Source: an optimization exercise on an open RTL-to-GDS flow (aim: small area and a short achievable clock period). Production flows keep margins and buffers that such runs may drop. In this exercise RTL edits were held to simulation tests only and were not proved equivalent to the original.

==> run B <==
// iir_biquad_mc
module iir_biquad_mc #(
  parameter int W    = 14,
  parameter int FRAC = 11,
  parameter int CH   = 4,
  parameter int CHW  = (CH > 1) ? $clog2(CH) : 1
) (
  input  logic           CLK,
  input  logic           RST,
  input  logic [W-1:0]   DIN,
  input  logic           VIN,
  input  logic [CHW-1:0] CH_IN,
  input  logic [W-1:0]   B0,
  input  logic [W-1:0]   B1,
  input  logic [W-1:0]   B2,
  input  logic [W-1:0]   A1,
  input  logic [W-1:0]   A2,
  input  logic           BYPASS,
  input  logic           CLR,
  input  logic [CHW-1:0] CLR_CH,
  output logic [W-1:0]   DOUT,
  output logic           VOUT,
  output logic [CHW-1:0] CH_OUT,
  output logic           SAT,
  input  logic           SAT_CLR
);
  localparam int SW = 2 * W + 1;     
  localparam int HW = SW - FRAC;     
  logic [W-1:0]   w1_st [CH];
  logic [W-1:0]   w2_st [CH];
  logic           vld_q, pend_q;
  logic [CHW-1:0] ch_q;
  logic [81:0]  fbr_q;
  logic [W-1:0]   b0_q, b1_q, b2_q, w1_q, w2_q;
  logic           vout_q, satr_q;
  logic [HW-1:0]  ffsh_q;
  logic [CHW-1:0] ch_out_q;
  logic           clr_hit, fwd;
  logic [W-1:0]   rd_w1, rd_w2;
  ...
==> flow/config.mk <==
export PLATFORM = sky130hd
export DESIGN_NAME = iir_biquad_mc
export DESIGN_NICKNAME = iir_biquad_mc
export VERILOG_FILES = /design/flow/design.v
export SDC_FILE = /design/flow/constraint.sdc
export NUM_CORES = 4
export LEC_CHECK = 0
export ABC_AREA = 1
export CAP_MARGIN = 20
export CORE_MARGIN = 2
export CORE_UTILIZATION = 60
export CTS_BUF_LIST = sky130_fd_sc_hd__clkbuf_8
export SLEW_MARGIN = 20
export SYNTH_HIERARCHICAL = 1
==> flow/constraint.sdc <==
create_clock -name core_clock -period 22.0 [get_ports {CLK}]
set_input_delay 4.4000 -clock core_clock [delete_from_list [all_inputs] [get_ports {CLK}]]
set_output_delay 4.4000 -clock core_clock [all_outputs]
set_load 0.01 [all_outputs]
standard.sh (not shown) runs the stock make flow with config.mk's settings and CLKGATE_MAP_FILE= SYNTH_SCRIPT=/design/flow/synth_recipe.tcl, a recipe that flattens the netlist after the stock synthesis.
==> flow/flow/run.sh <==
#!/bin/bash
# The standard layout (standard.sh: the standard synthesis, floorplan, placement, CTS and
# routing) with two changes to how it is made:
#  - repair_timing is asked for a larger setup slack margin, so that it sizes the critical
#    paths; only the worst path is repaired (no TNS repair) to keep the area down;
#  - the port buffers are buf_2 cells instead of the delay cells buffer_ports picks by default.
# The make output goes to flow_make.log; ORFS writes each step's log under orfs/logs/.
set -euo pipefail
bash standard.sh SETUP_SLACK_MARGIN=15 TNS_END_PERCENT=0 \
  'BUFFER_PORTS_ARGS=-buffer_cell sky130_fd_sc_hd__buf_2' finish > flow_make.log 2>&1
==> run R (differences from run B) <==
--- a/flow/config.mk
+++ b/flow/config.mk
@@ -10,3 +10,3 @@
 export CORE_MARGIN = 2
-export CORE_UTILIZATION = 60
+export CORE_UTILIZATION = 40
 export CTS_BUF_LIST = sky130_fd_sc_hd__clkbuf_8
==> comparison table <==
quantity	run B	run R
Status	no timing/DRC/antenna violations	no timing/DRC/antenna violations
Reg2Reg Launch Point	fbr_q[57]	w1_q[12]
Final non-clock buffer share	5.38%	4.87%
Post-placement setup slack	12.60 ns	12.45 ns
WP data required	22.56 ns	22.62 ns
Number of logic inverters in the finished layout	336	335
Die area	56000 sq um	83500 sq um
Largest fanout on the critical path	14	13
Met1 wire length	42.5 mm	50.7 mm
Worst Hold Endpoint	w2_st[3][0]	w2_st[2][4]
Layout clock buffer count	63	70
Met1 track demand over resource in global routing	51.4%	40.2%
Layout cell share with drive strength beyond 1	14.3%	14.0%
Number of rows created at floorplan	85	104
Detailed-route vias per instance	6.57	5.84
Routed length per placed instance	26.9 um	24.3 um
Post-placement cell area	33200 sq um	33800 sq um
Synth-to-layout area growth	12.2%	13.5%
Setup skew after layout	0.0276 ns	0.0795 ns
# Post-CTS Setup Buffers	74	64


==> build 43: inputs <==
Another version of the RTL of iir_biquad_mc (not shown whole).
Settings: LEC_CHECK=0, ABC_AREA=1, CAP_MARGIN=20, CORE_MARGIN=2, CORE_UTILIZATION=40, SLEW_MARGIN=20, SYNTH_HIERARCHICAL=1; clock period 22.0 ns.
==> flow/flow/run.sh <==
#!/bin/bash
# The standard layout (standard.sh: the standard synthesis, floorplan, placement, CTS and
# routing), with repair_timing asked for a larger setup slack margin so that it sizes the
# critical paths, and only the worst path repaired (no TNS repair) to keep the area down.
# The make output goes to flow_make.log; ORFS writes each step's log under orfs/logs/.
set -euo pipefail
bash standard.sh SETUP_SLACK_MARGIN=15 TNS_END_PERCENT=0 finish > flow_make.log 2>&1
==> inputs of trial 20, as changes to build 43 <==
--- a/flow/flow/run.sh
+++ b/flow/flow/run.sh
@@ -4,4 +4,4 @@
 # critical paths, and only the worst path repaired (no TNS repair) to keep the area down.
 # The make output goes to flow_make.log; ORFS writes each step's log under orfs/logs/.
 set -euo pipefail
-bash standard.sh SETUP_SLACK_MARGIN=15 TNS_END_PERCENT=0 finish > flow_make.log 2>&1
+bash standard.sh SETUP_SLACK_MARGIN=14 TNS_END_PERCENT=0 finish > flow_make.log 2>&1
==> impl_metrics.env <==
export IMPL_status="no timing/DRC/antenna violations"
export IMPL_largest_cell_class="multi-input combinational cells"
export IMPL_synth_top_family_by_area="adder cells"
export IMPL_synth_simple_area_share_pct=8.74
export IMPL_min_period_ns=8.31
export IMPL_grtUsageMet3_pct=3.97
export IMPL_gr_total_overflow=0
export IMPL_wl_met1_um=41500
export IMPL_drive_above_1_share_pct=12.9
export IMPL_drc=0
export IMPL_reg_top3="w1_st (56), w2_st (56)"
export IMPL_area_growth_syn_to_layout_pct=17.1
export IMPL_rsz0062_at_grt="yes"
That was trial 20.
==> impl_metrics.env <==
export IMPL_wl_met1_um=41500
export IMPL_area_growth_syn_to_layout_pct=17.1
export IMPL_drc=0
export IMPL_reg_top3="w1_st (56), w2_st (56)"
export IMPL_drive_above_1_share_pct=12.9
export IMPL_htreeDepth=1
export IMPL_status="no timing/DRC/antenna violations"
export IMPL_synth_top_family_by_area="adder cells"
export IMPL_synth_simple_area_share_pct=8.74
export IMPL_rsz0062_at_grt="yes"
That was build 43.

what the ideal ports hide:
How much do the figures lean on ideal ports? The routed layouts below were timed once more, with nothing changed but the port constraints. Step 1 sets driving cells, clkbuf_16 on the clock port and buf_2 on the other inputs (assumed; they add their load-dependent delay and slew). Step 2 adds t to the input delays and takes it off the output delays; t is the mean of the earliest and latest rising clock arrival at the registers after step 1. Input paths then give back, and output paths get back, about the clock's delay inside the block. a / b / c = no drivers / after step 1 / after step 2; a / b = the first two.
| run | t (ns) | slack for setup (ns) | hold WS [ns] | worst setup path after step 2 | clock arrival spread, ns |
|---|---|---|---|---|---|
| run B | 0.735 | 14.199 / 14.084 / 13.349 | 0.463 / 0.463 / 0.463 | input to register | 0.034 / 0.034 |
| run R | 0.774 | 14.368 / 14.370 / 13.596 | 0.458 / 0.458 / 0.458 | input to register | 0.080 / 0.079 |
| build 43 | 0.651 | 13.693 / 13.604 / 12.952 | 0.463 / 0.463 / 0.463 | input to register | 0.019 / 0.019 |
| trial 20 | 0.651 | 13.693 / 13.604 / 12.952 | 0.463 / 0.463 / 0.463 | input to register | 0.019 / 0.019 |
After both steps setup and hold are still met in every run listed. The setup slack of run B, which loses most, moves by -0.115 ns with the drivers and by -0.850 ns with both steps.
